This design comes from an exercise in tuning for small area and few clock cycles per item on the open sky130 flow, not from production work. In this exercise RTL edits were held to simulation tests only and were not proved equivalent to the original. No driver is modelled on the clock port, so clock power and skew are understated where the tree is cut down; a real chip needs a root buffer or a tree.

==> v31: inputs <==
==> flow/design.v <==
package uer_pkg;
  localparam int RANGE_W    = 13;
  localparam int CM_W       = 9;
  localparam int TRIG_W     = 8;
  localparam int HOLD_W     = 17;
  localparam int CFG_IDX_W  = 3;
  localparam int CFG_DATA_W = 17;
  localparam logic [CFG_IDX_W-1:0] REG_TRIG_PULSE = 3'd0;
  localparam logic [CFG_IDX_W-1:0] REG_HOLDOFF    = 3'd1;
  localparam logic [CFG_IDX_W-1:0] REG_MIN_CM     = 3'd2;
  localparam logic [CFG_IDX_W-1:0] REG_MAX_CM     = 3'd3;
  localparam logic [CFG_IDX_W-1:0] REG_NEAR_CM    = 3'd4;
  localparam logic [TRIG_W-1:0] TRIG_PULSE_RST = 8'd10;
  localparam logic [HOLD_W-1:0] HOLDOFF_RST    = 17'd101000;
  localparam logic [CM_W-1:0]   MIN_CM_RST     = 9'd2;
  localparam logic [CM_W-1:0]   MAX_CM_RST     = 9'd400;
  localparam logic [CM_W-1:0]   NEAR_CM_RST    = 9'd5;
endpackage
module ultrasonic_echo_ranger (
  input  logic                           clk,
  input  logic                           rst,
  input  logic                           sample_valid,
  output logic                           sample_ready,
  input  logic                           sample_echo_level,
  output logic                           result_valid,
  input  logic                           result_ready,
  output logic                           result_trig_level,
  output logic                           result_result_valid,
  output logic [uer_pkg::RANGE_W-1:0]    result_range_sixteenths,
  output logic                           result_near,
  input  logic                           cfg_wr_en,
  input  logic [uer_pkg::CFG_IDX_W-1:0]  cfg_index,
  input  logic [uer_pkg::CFG_DATA_W-1:0] cfg_data
);
  function automatic logic ge17(input logic [16:0] a, input logic [16:0] b);
    ge17 = 1'b1;
    for (int i = 0; i < 17; i++) ge17 = (a[i] ^ b[i]) ? a[i] : ge17;
  endfunction
  function automatic logic ge8(input logic [7:0] a, input logic [7:0] b);
    ge8 = 1'b1;
    for (int i = 0; i < 8; i++) ge8 = (a[i] ^ b[i]) ? a[i] : ge8;
  endfunction
  logic [uer_pkg::TRIG_W-1:0] trig_cfg, trig_q;
  logic [uer_pkg::HOLD_W-1:0] hold_cfg, hold_q;
  logic [uer_pkg::CM_W-1:0]   min_cm, max_cm, near_cm, min_q, max_q, near_q;
  logic                       wr_trig, wr_hold, wr_min, wr_max, wr_near;
  logic [uer_pkg::CFG_DATA_W-1:0] rmask;
  assign rmask   = {uer_pkg::CFG_DATA_W{rst}};
  assign wr_trig = rst || (cfg_wr_en && cfg_index == uer_pkg::REG_TRIG_PULSE);
  assign wr_hold = rst || (cfg_wr_en && cfg_index == uer_pkg::REG_HOLDOFF);
  assign wr_min  = rst || (cfg_wr_en && cfg_index == uer_pkg::REG_MIN_CM);
  assign wr_max  = rst || (cfg_wr_en && cfg_index == uer_pkg::REG_MAX_CM);
  assign wr_near = rst || (cfg_wr_en && cfg_index == uer_pkg::REG_NEAR_CM);
  always_ff @(posedge clk) begin
    if (wr_trig)
      trig_q <= ~((cfg_data[7:0] & ~rmask[7:0]) | (uer_pkg::TRIG_PULSE_RST & rmask[7:0]));
    if (wr_hold)
      hold_q <= ~((cfg_data & ~rmask) | (uer_pkg::HOLDOFF_RST & rmask));
    if (wr_min)
      min_q  <= ~((cfg_data[8:0] & ~rmask[8:0]) | (uer_pkg::MIN_CM_RST & rmask[8:0]));
    if (wr_max)
      max_q  <= ~((cfg_data[8:0] & ~rmask[8:0]) | (uer_pkg::MAX_CM_RST & rmask[8:0]));
    if (wr_near)
      near_q <= ~((cfg_data[8:0] & ~rmask[8:0]) | (uer_pkg::NEAR_CM_RST & rmask[8:0]));
  end
  assign trig_cfg = ~trig_q;
  assign hold_cfg = ~hold_q;
  assign min_cm   = ~min_q;
  assign max_cm   = ~max_q;
  assign near_cm  = ~near_q;
  logic vld, accept, fin_hold;
  assign sample_ready = (!vld || result_ready) && !fin_hold;
  assign accept       = sample_valid && sample_ready;
  assign result_valid = vld;
  always_ff @(posedge clk) begin
    vld <= !rst && (accept || (vld && !result_ready));
  end
  localparam logic [2:0] PH_LOW1 = 3'd0;
  localparam logic [2:0] PH_HIGH = 3'd2;
  localparam logic [2:0] PH_LOW2 = 3'd3;
  localparam logic [2:0] PH_WAIT = 3'd1;
  localparam logic [2:0] PH_MEAS = 3'd5;
  localparam logic [2:0] PH_HOLD = 3'd4;
  localparam logic [2:0] PH_LOW1F = 3'd7;
  localparam logic [2:0] PH_HOLDF = 3'd6;
  logic [2:0]  phase, phase_n;
  logic [16:0] cnt, cnt_n, cnt_inc;
  logic        done, fin, step, cnt_en, ph_en;
  logic        load1, load3;
  logic        fin_pend, f_load, f_step;
  assign done = (phase == PH_HOLD || phase == PH_HOLDF) ? ge17(cnt, hold_cfg)
                                                       : ge8(cnt[7:0], trig_cfg);
  always_comb begin
    cnt_inc = cnt + 1'b1;
    if (phase == PH_MEAS && cnt[4:0] == 5'd31) cnt_inc[1:0] = 2'b11;
  end
  always_comb begin
    phase_n = phase;
    fin     = 1'b0;
    step    = 1'b1;    
    load1   = 1'b0;
    load3   = 1'b0;
    case (phase)
      PH_LOW1, PH_LOW1F: begin
        phase_n = PH_LOW1;
        if (done) begin phase_n = PH_HIGH; load1 = 1'b1; end
      end
      PH_HIGH: if (done) begin phase_n = PH_LOW2; load1 = 1'b1; end
      PH_LOW2: if (done) begin phase_n = PH_WAIT; load3 = 1'b1; end
      PH_WAIT: begin
        step = sample_echo_level;
        if (sample_echo_level) phase_n = PH_MEAS;
      end
      PH_MEAS: begin
        if (!sample_echo_level) begin
          fin     = 1'b1;
          load1   = 1'b1;
          phase_n = (hold_cfg == '0) ? PH_LOW1F : PH_HOLDF;
        end else begin
          step = !(&cnt[14:0]);
        end
      end
      default: begin
        phase_n = PH_HOLD;
        if (done) begin phase_n = PH_LOW1; load1 = 1'b1; end
      end
    endcase
  end
  assign fin_pend = (phase == PH_MEAS) && sample_valid && !sample_echo_level;
  assign fin_hold = fin_pend && !(cnt[15] && cnt[1:0] == 2'd3);
  assign f_load   = fin_pend && !cnt[15] && !vld;
  assign f_step   = fin_pend && cnt[15] && cnt[1:0] != 2'd3;
  assign cnt_en = rst || (accept && step) || f_load || f_step;
  assign cnt_n  = rst ? 17'd1 : f_load ? 17'h08000 : f_step ? cnt_inc
                : load1 ? 17'd1 : load3 ? 17'd3 : cnt_inc;
  assign ph_en  = rst || accept;
  always_ff @(posedge clk) begin
    if (ph_en)  phase <= phase_n & ~rmask[2:0];
    if (cnt_en) cnt   <= cnt_n;
  end
  logic [2:0]  ef;
  logic [8:0]  ysel;
  logic        c0, cmp_lt, rng_en, near_en;
  logic [12:0] rng_n;
  always_comb begin
    case (cnt[4:0])
      5'd3,  5'd4,  5'd5,  5'd6:  ef = 3'd0;
      5'd7,  5'd8,  5'd9,  5'd10: ef = 3'd1;
      5'd11, 5'd12, 5'd13:        ef = 3'd2;
      5'd14, 5'd15, 5'd16, 5'd17: ef = 3'd3;
      5'd18, 5'd19, 5'd20, 5'd21: ef = 3'd4;
      5'd22, 5'd23, 5'd24:        ef = 3'd5;
      5'd25, 5'd26, 5'd27, 5'd28: ef = 3'd6;
      default:                    ef = 3'd7;
    endcase
  end
  assign ysel = cnt[1] ? near_cm : cnt[0] ? min_cm : max_cm;
  assign c0   = !(cnt[1] ^ cnt[0]);
  always_comb begin
    cmp_lt = c0 && result_range_sixteenths[3:0] == 4'd0;
    for (int i = 0; i < 9; i++)
      cmp_lt = (result_range_sixteenths[i+4] ^ ysel[i]) ? ysel[i] : cmp_lt;
  end
  assign rng_en  = rst || f_load ||
                   (f_step && cnt[1:0] == 2'd0 && !cmp_lt) ||
                   (f_step && cnt[1:0] == 2'd1 && cmp_lt);
  assign rng_n   = f_load ? {cnt[14:5], ef} : {ysel, 4'd0};
  assign near_en = rst || (fin_pend && cnt[15] && cnt[1] && (cnt[0] ^ cmp_lt));
  assign result_result_valid = (phase == PH_LOW1F) || (phase == PH_HOLDF);
  always_ff @(posedge clk) begin
    if (rng_en)  result_range_sixteenths <= rng_n & ~rmask[12:0];
    if (near_en) result_near             <= !cnt[0] && !rst;
    if (accept) result_trig_level <= (phase == PH_HIGH);
  end
endmodule
==> flow/flow/run.sh <==
#!/bin/bash
# The standard layout with three changes:
#  - synthesis maps the logic with an area-oriented ABC script: each
#    flow/abc_*.script is tried (read through ABC_AREA=1, everything else in
#    synthesis the standard one, so the registers are the standard synthesis's)
#    and the one giving the smallest cell area is used;
#  - each port gets the smallest buffer (buf_1) instead of the delay buffer
#    that buffer_ports picks by default;
#  - the clock tree is built by flow/mcts.tcl (one root buffer and six leaf
#    buffers) in place of clock_tree_synthesis; the rest of the CTS step
#    (placement legalisation, timing repair) is ORFS's own.
# Each tool's output goes to a log in this folder (trial_*/synth.log,
# synth.log, layout.log) and ORFS's own logs under orfs/logs.
set -euo pipefail
W=$PWD
names=()
for s in flow/abc_*.script; do
  n=$(basename "$s" .script)
  names+=("$n")
  rm -rf "trial_$n"
  mkdir -p "trial_$n"
  cp -r "$FLOW_HOME/scripts" "trial_$n/scripts"
  cp "$s" "trial_$n/scripts/abc_area.script"
  sed "s#WORK_HOME=$W/orfs #WORK_HOME=$W/trial_$n/orfs #" standard.sh > "trial_$n/standard.sh"
  grep -q "WORK_HOME=$W/trial_$n/orfs " "trial_$n/standard.sh"
  ( SCRIPTS_DIR="$W/trial_$n/scripts" bash "trial_$n/standard.sh" synth > "trial_$n/synth.log" 2>&1 ) &
done
wait
best=""
besta=""
for n in "${names[@]}"; do
  f="trial_$n/orfs/reports/sky130hd/ultrasonic_echo_ranger/base/synth_stat.txt"
  [[ -f $f ]] || continue
  a=$(grep "Chip area for module" "$f" | awk '{print $NF}')
  echo "$n $a" >> abc_choice.txt
  if [[ -z $best ]] || awk -v a="$a" -v b="$besta" 'BEGIN{exit !(a < b)}'; then
    best=$n
    besta=$a
  fi
done
echo "chosen $best $besta" >> abc_choice.txt
SCRIPTS_DIR="$W/trial_$best/scripts" bash standard.sh synth > synth.log 2>&1
export BUFFER_PORTS_ARGS="-buffer_cell sky130_fd_sc_hd__buf_1"
bash standard.sh place > layout.log 2>&1
rm -rf scripts_cts
cp -r "$FLOW_HOME/scripts" scripts_cts
python3 - "$W" <<'PY'
import sys
p = 'scripts_cts/cts.tcl'
s = open(p).read()
old = 'log_cmd clock_tree_synthesis {*}$cts_args'
assert s.count(old) == 1
s = s.replace(old, 'source {%s/flow/mcts.tcl}' % sys.argv[1])
open(p, 'w').write(s)
PY
SCRIPTS_DIR="$W/scripts_cts" bash standard.sh cts >> layout.log 2>&1
bash standard.sh >> layout.log 2>&1
==> flow/flow/abc_nf1.script <==
strash
&get -n
&st
&dch -f
&nf -R 1000
&put
topo
==> flow/flow/abc_nf2.script <==
strash
&get -n
&st
&dch -f
&nf -R 1000
&st
&syn2
&dch -f
&nf -R 1000
&put
topo
==> flow/flow/abc_s4.script <==
strash
&get -n
&st
&dch -f
&nf -R 1000
&st
&syn4
&dch -f
&nf -R 1000
&put
topo
==> flow/flow/mcts.tcl <==
# Clock tree built by hand, sourced by cts.tcl in place of clock_tree_synthesis:
# the clock port drives one root buffer, which drives one leaf buffer per
# group of flip-flops; the groups split the flip-flops into MCTS_KX columns by
# x and each column into MCTS_KY rows by y, and each buffer sits at the centre
# of what it drives. Every flip-flop is two buffers from the port.
set mcts_kx 3
set mcts_ky 2
set mcts_leaf sky130_fd_sc_hd__clkbuf_8
set mcts_root sky130_fd_sc_hd__clkbuf_4

set block [ord::get_db_block]
set clknet [$block findNet clk]
set sinks {}
foreach it [$clknet getITerms] {
  set loc [[$it getInst] getLocation]
  lappend sinks [list [lindex $loc 0] [lindex $loc 1] $it]
}
set n [llength $sinks]
set sinks [lsort -integer -index 0 $sinks]
set groups {}
for {set gx 0} {$gx < $mcts_kx} {incr gx} {
  set col [lrange $sinks [expr {$gx * $n / $mcts_kx}] [expr {($gx + 1) * $n / $mcts_kx - 1}]]
  set col [lsort -integer -index 1 $col]
  set m [llength $col]
  for {set gy 0} {$gy < $mcts_ky} {incr gy} {
    lappend groups [lrange $col [expr {$gy * $m / $mcts_ky}] [expr {($gy + 1) * $m / $mcts_ky - 1}]]
  }
}
set sx 0
set sy 0
foreach s $sinks {
  set sx [expr {$sx + [lindex $s 0]}]
  set sy [expr {$sy + [lindex $s 1]}]
}
set ri [odb::dbInst_create $block [[ord::get_db] findMaster $mcts_root] clkbuf_root]
set rootnet [odb::dbNet_create $block clknet_root]
$rootnet setSigType CLOCK
[$ri findITerm A] connect $clknet
[$ri findITerm X] connect $rootnet
$ri setLocation [expr {$sx / $n}] [expr {$sy / $n}]
$ri setPlacementStatus PLACED
set g 0
foreach grp $groups {
  set sx 0
  set sy 0
  foreach s $grp {
    set sx [expr {$sx + [lindex $s 0]}]
    set sy [expr {$sy + [lindex $s 1]}]
  }
  set bi [odb::dbInst_create $block [[ord::get_db] findMaster $mcts_leaf] clkbuf_leaf_$g]
  set nn [odb::dbNet_create $block clknet_leaf_$g]
  $nn setSigType CLOCK
  foreach s $grp {
    set it [lindex $s 2]
    $it disconnect
    $it connect $nn
  }
  [$bi findITerm A] connect $rootnet
  [$bi findITerm X] connect $nn
  $bi setLocation [expr {$sx / [llength $grp]}] [expr {$sy / [llength $grp]}]
  $bi setPlacementStatus PLACED
  incr g
}
$clknet setSigType CLOCK
puts "mcts: $n flip-flops, [llength $groups] leaf buffers"
set_propagated_clock [all_clocks]
==> flow/standard.sh <==
#!/bin/bash
# synth_recipe.tcl (not shown) runs the flow's synth.tcl, then flattens the netlist and writes it again
# the make line also repeats each setting of config.mk as NAME=value (left out here)
make -C /OpenROAD-flow-scripts/flow DESIGN_CONFIG=/design/flow/config.mk WORK_HOME=/design/flow/orfs CLKGATE_MAP_FILE= SYNTH_SCRIPT=/design/flow/synth_recipe.tcl "${@:-finish}"
==> flow/config.mk <==
export PLATFORM = sky130hd
export DESIGN_NAME = ultrasonic_echo_ranger
export DESIGN_NICKNAME = ultrasonic_echo_ranger
export VERILOG_FILES = /design/flow/design.v
export SDC_FILE = /design/flow/constraint.sdc
export NUM_CORES = 4
export LEC_CHECK = 0
export ABC_AREA = 1
export CAP_MARGIN = 20
export CORE_MARGIN = 2
export CORE_UTILIZATION = 75
export CTS_BUF_LIST = sky130_fd_sc_hd__clkbuf_8
export GPL_TIMING_DRIVEN = 0
export PLACE_DENSITY = 0.85
export SLEW_MARGIN = 20
==> flow/constraint.sdc <==
create_clock -name core_clock -period 7.0 [get_ports {clk}]
set_input_delay 1.4000 -clock core_clock [delete_from_list [all_inputs] [get_ports {clk}]]
set_output_delay 1.4000 -clock core_clock [all_outputs]
set_load 0.01 [all_outputs]
==> v28 (differences from v31) <==
--- a/flow/flow/run.sh
+++ b/flow/flow/run.sh
@@ -7,5 +7,5 @@
 #  - each port gets the smallest buffer (buf_1) instead of the delay buffer
 #    that buffer_ports picks by default;
-#  - the clock tree is built by flow/mcts.tcl (one root buffer and six leaf
+#  - the clock tree is built by flow/mcts.tcl (one root buffer and five leaf
 #    buffers) in place of clock_tree_synthesis; the rest of the CTS step
 #    (placement legalisation, timing repair) is ORFS's own.
--- a/flow/flow/mcts.tcl
+++ b/flow/flow/mcts.tcl
@@ -4,8 +4,8 @@
 # x and each column into MCTS_KY rows by y, and each buffer sits at the centre
 # of what it drives. Every flip-flop is two buffers from the port.
-set mcts_kx 3
-set mcts_ky 2
+set mcts_kx 5
+set mcts_ky 1
 set mcts_leaf sky130_fd_sc_hd__clkbuf_8
-set mcts_root sky130_fd_sc_hd__clkbuf_4
+set mcts_root sky130_fd_sc_hd__clkbuf_2
 
 set block [ord::get_db_block]
- CORE_UTILIZATION: 75 -> 85
- PLACE_DENSITY: 0.85 -> 0.92
==> v4 (differences from v31) <==
--- a/flow/flow/run.sh
+++ b/flow/flow/run.sh
@@ -7,5 +7,5 @@
 #  - each port gets the smallest buffer (buf_1) instead of the delay buffer
 #    that buffer_ports picks by default;
-#  - the clock tree is built by flow/mcts.tcl (one root buffer and six leaf
+#  - the clock tree is built by flow/mcts.tcl (one root buffer and five leaf
 #    buffers) in place of clock_tree_synthesis; the rest of the CTS step
 #    (placement legalisation, timing repair) is ORFS's own.
--- a/flow/flow/mcts.tcl
+++ b/flow/flow/mcts.tcl
@@ -4,8 +4,8 @@
 # x and each column into MCTS_KY rows by y, and each buffer sits at the centre
 # of what it drives. Every flip-flop is two buffers from the port.
-set mcts_kx 3
-set mcts_ky 2
+set mcts_kx 5
+set mcts_ky 1
 set mcts_leaf sky130_fd_sc_hd__clkbuf_8
-set mcts_root sky130_fd_sc_hd__clkbuf_4
+set mcts_root sky130_fd_sc_hd__clkbuf_2
 
 set block [ord::get_db_block]
==> v9 (differences from v31) <==
--- a/flow/flow/run.sh
+++ b/flow/flow/run.sh
@@ -1,12 +1,14 @@
 #!/bin/bash
-# The standard layout with three changes:
-#  - synthesis maps the logic with an area-oriented ABC script: each
-#    flow/abc_*.script is tried (read through ABC_AREA=1, everything else in
-#    synthesis the standard one, so the registers are the standard synthesis's)
-#    and the one giving the smallest cell area is used;
+# The standard layout with these changes:
+#  - synthesis leaves the adders to ABC (ADDER_MAP_FILE empty, so no half or
+#    full adder cells are extracted before it) and maps the logic with an
+#    area-oriented ABC script: each flow/abc_*.script is tried (read through
+#    ABC_AREA=1; everything else in synthesis is the standard one, so the
+#    registers are the standard synthesis's) and the one giving the smallest
+#    cell area is used;
 #  - each port gets the smallest buffer (buf_1) instead of the delay buffer
 #    that buffer_ports picks by default;
-#  - the clock tree is built by flow/mcts.tcl (one root buffer and six leaf
-#    buffers) in place of clock_tree_synthesis; the rest of the CTS step
+#  - the clock tree is built by flow/mcts.tcl (one root inverter and three
+#    leaf inverters) in place of clock_tree_synthesis; the rest of the CTS step
 #    (placement legalisation, timing repair) is ORFS's own.
 # Each tool's output goes to a log in this folder (trial_*/synth.log,
@@ -14,4 +16,5 @@
 set -euo pipefail
 W=$PWD
+export ADDER_MAP_FILE=
 names=()
 for s in flow/abc_*.script; do
@@ -25,4 +28,7 @@
   grep -q "WORK_HOME=$W/trial_$n/orfs " "trial_$n/standard.sh"
   ( SCRIPTS_DIR="$W/trial_$n/scripts" bash "trial_$n/standard.sh" synth > "trial_$n/synth.log" 2>&1 ) &
+  if (( ${#names[@]} % 3 == 0 )); then
+    wait
+  fi
 done
 wait
==> flow/flow/abc_a4.script (new file) <==
strash
&get -n
&st
&dch
&nf -R 1000
&st
&syn4
&dch
&nf -R 1000
&put
topo
==> flow/flow/abc_b4.script (new file) <==
strash
&get -n
&st
&syn2
&dch
&nf -R 1000
&st
&syn4
&dch
&nf -R 1000
&put
topo
==> flow/flow/abc_dc2.script (new file) <==
strash
&get -n
&st
&dc2
&dch -f
&nf -R 1000
&st
&syn4
&dch -f
&nf -R 1000
&put
topo
==> flow/flow/abc_s4b.script (new file) <==
strash
&get -n
&st
&dch -f
&nf -R 1000
&st
&syn4
&dch -f
&nf -R 1000
&st
&syn4
&dch -f
&nf -R 1000
&put
topo
--- a/flow/flow/mcts.tcl
+++ b/flow/flow/mcts.tcl
@@ -1,13 +1,21 @@
 # Clock tree built by hand, sourced by cts.tcl in place of clock_tree_synthesis:
-# the clock port drives one root buffer, which drives one leaf buffer per
-# group of flip-flops; the groups split the flip-flops into MCTS_KX columns by
-# x and each column into MCTS_KY rows by y, and each buffer sits at the centre
-# of what it drives. Every flip-flop is two buffers from the port.
+# the clock port drives one root inverter, which drives one leaf inverter per
+# group of flip-flops; the groups split the flip-flops into mcts_kx columns by
+# x and each column into mcts_ky rows by y, and each cell sits at the centre
+# of what it drives. Every flip-flop is two inverters from the port, so it
+# sees the clock itself, and all flip-flops see it through the same depth.
 set mcts_kx 3
-set mcts_ky 2
-set mcts_leaf sky130_fd_sc_hd__clkbuf_8
-set mcts_root sky130_fd_sc_hd__clkbuf_4
+set mcts_ky 1
+set mcts_leaf sky130_fd_sc_hd__inv_12
+set mcts_root sky130_fd_sc_hd__inv_4
 
 set block [ord::get_db_block]
+proc mcts_outpin {inst} {
+  foreach it [$inst getITerms] {
+    if {[$it isOutputSignal]} {
+      return $it
+    }
+  }
+}
 set clknet [$block findNet clk]
 set sinks {}
@@ -37,5 +45,5 @@
 $rootnet setSigType CLOCK
 [$ri findITerm A] connect $clknet
-[$ri findITerm X] connect $rootnet
+[mcts_outpin $ri] connect $rootnet
 $ri setLocation [expr {$sx / $n}] [expr {$sy / $n}]
 $ri setPlacementStatus PLACED
@@ -57,5 +65,5 @@
   }
   [$bi findITerm A] connect $rootnet
-  [$bi findITerm X] connect $nn
+  [mcts_outpin $bi] connect $nn
   $bi setLocation [expr {$sx / [llength $grp]}] [expr {$sy / [llength $grp]}]
   $bi setPlacementStatus PLACED
@@ -63,4 +71,4 @@
 }
 $clknet setSigType CLOCK
-puts "mcts: $n flip-flops, [llength $groups] leaf buffers"
+puts "mcts: $n flip-flops, [llength $groups] leaf inverters"
 set_propagated_clock [all_clocks]
==> flow_metrics.env <==
export IMPL_slowest_delay_ns=0.50
export IMPL_power_per_cell_area_nw_per_um2=257
export IMPL_std_cell_rows=27
export IMPL_finalCritPeriodShare_pct=72.3
export IMPL_power_combinational_mw=0.235
export IMPL_seq_share_pct=58.7
export IMPL_routed_wl_mm=8.77
export IMPL_syn_inst=359
export IMPL_grt_pass1_vias=2965
export IMPL_path_cells="clkinv_1, ha_1, or3_1, o31ai_1, o21ai_0, o21ai_0, a21oi_1, a221oi_1, o22ai_1, maj3_1, maj3_1, maj3_1, mux2i_1, o21ai_1, buf_4"
export IMPL_status="no timing/DRC/antenna violations"
export IMPL_cp_slowest_cell="ha_1"
export IMPL_cp_arrival_ns=5.24
export IMPL_synth_simple_area_share_pct=14.8
export IMPL_die_y_um=78.2
the above is filed under v4

==> flow_metrics.env <==
export IMPL_synth_simple_area_share_pct=13.5
export IMPL_path_cells="nor2_1, a222oi_1, a22oi_1, o21ai_0, a21o_1, a21oi_1, maj3_1, maj3_1, maj3_1, xnor2_1, o31ai_2, buf_4"
export IMPL_r2r_cells=12
export IMPL_slowest_delay_ns=0.97
export IMPL_status="no timing/DRC/antenna violations"
export IMPL_finalCritPeriodShare_pct=71.3
export IMPL_routed_wl_mm=8.54
export IMPL_die_y_um=76.7
export IMPL_power_per_cell_area_nw_per_um2=260
export IMPL_cp_slowest_cell="edfxtp_1"
export IMPL_seq_share_pct=60.9
export IMPL_drv_cap=0
export IMPL_std_cell_rows=26
export IMPL_power_combinational_mw=0.221
export IMPL_hold_violations=0
export IMPL_grt_pass1_vias=2821
export IMPL_clkTransAtPathRegs_ns=0.10
the above is filed under v9

==> flow_metrics.env <==
export IMPL_post_dp_hpwl_mm=6.48
export IMPL_crit_family="adder cells"
export IMPL_power_per_cell_area_nw_per_um2=261
export IMPL_seq_share_pct=58.5
export IMPL_wirelength_met1_mm=3.52
export IMPL_synth_simple_area_share_pct=14.8
export IMPL_die_y_um=78.2
export IMPL_syn_inst=359
export IMPL_slowest_delay_ns=0.52
export IMPL_p_total_mw=1.17
export IMPL_status="no timing/DRC/antenna violations"
export IMPL_routed_wl_mm=9.08
export IMPL_reg2reg_from="cnt[1]$_SDFFCE_PP0P_"
export IMPL_std_cell_rows=27
export IMPL_path_cells="clkinv_1, ha_1, or3_1, o31ai_1, o21ai_0, o21ai_0, a21oi_1, a221oi_1, o22ai_1, maj3_1, maj3_1, maj3_1, mux2i_1, o21ai_1, buf_4"
export IMPL_finalCritPeriodShare_pct=72.6
export IMPL_cp_arrival_ns=5.21
export IMPL_power_combinational_mw=0.236
export IMPL_netlist_area_leader_share_pct=63.3
export IMPL_min_period_ns=5.08
the above is filed under v31

==> flow_metrics.env <==
export IMPL_cp_arrival_ns=5.87
export IMPL_path_cells="clkinv_1, nand2_1, o22ai_1, a21oi_1, a221oi_1, o21ai_0, o221ai_1, a21oi_1, a221oi_1, o21ai_0, o221ai_1, a21oi_1, a221oi_1, o21ai_0, o211ai_1, o21a_1, a21oi_1, o21ai_0, nand3_1, clkinv_1, and2_0"
export IMPL_cp_slowest_cell="nand2_1"
export IMPL_post_drt_wl_per_cell_um=25.5
export IMPL_status="no timing/DRC/antenna violations"
export IMPL_finalCritPeriodShare_pct=80.6
export IMPL_area_delta_synth_final_pct=8.03
export IMPL_muxShareOfSynthArea_pct=0.242
export IMPL_die_y_um=73.7
export IMPL_io_pins=44
export IMPL_slowest_delay_ns=0.55
export IMPL_multiInputGateArea_sq_um=1450
export IMPL_synth_simple_area_share_pct=14.8
export IMPL_routed_wl_mm=11.8
export IMPL_seq_share_pct=59.0
export IMPL_grt_pass1_vias=3415
export IMPL_post_dp_cell_area_sq_um=4390
export IMPL_syn_inst=359
export IMPL_coreArea_sq_um=4690
export IMPL_synth_compound_area_share_pct=13.5
export IMPL_setup_worst_path_class="reg -> reg"
the above is filed under v28

Testbench counts of v31, summed over its fixed seeds: cycles 797,463, ticks 796,967.
Testbench counts of v28, summed over its fixed seeds: cycles 797,463, ticks 796,967.
Testbench counts of v4, summed over its fixed seeds: cycles 797,463, ticks 796,967.
Testbench counts of v9, summed over its fixed seeds: cycles 797,463, ticks 796,967.
In every run of this note, the design's own scripts or RTL, not TritonCTS, make the clock network.

==> what the ideal ports hide <==
Ports are ideal in the flow. The routed layouts listed here were re-timed in OpenROAD. Step 1 (the two cells are an assumption about what drives the block):
set clk [get_ports {clk}]
set_driving_cell -lib_cell sky130_fd_sc_hd__clkbuf_16 $clk
set_driving_cell -lib_cell sky130_fd_sc_hd__buf_2 [delete_from_list [all_inputs] $clk]
Step 2, shift: input delay + t, output delay - t, t = (earliest + latest rising clock arrival at the registers) / 2. This alone moves slack from input paths to output paths. a / b / c = no drivers / after step 1 / after step 2; a / b = the first two.
run | t, ns | setup slack, ns | hold WS [ns] | worst setup path at the end
v31 | 0.425 | 1.916 / 1.916 / 1.916 | 0.536 / 0.536 / 0.536 | register to register
v28 | 0.488 | 1.357 / 1.357 / 1.357 | 0.553 / 0.553 / 0.553 | register to register
v4 | 0.469 | 1.939 / 1.939 / 1.939 | 0.534 / 0.534 / 0.534 | register to register
v9 | 0.247 | 2.010 / 2.010 / 2.010 | 0.554 / 0.554 / 0.554 | register to register
After both steps every run listed still meets setup and hold.
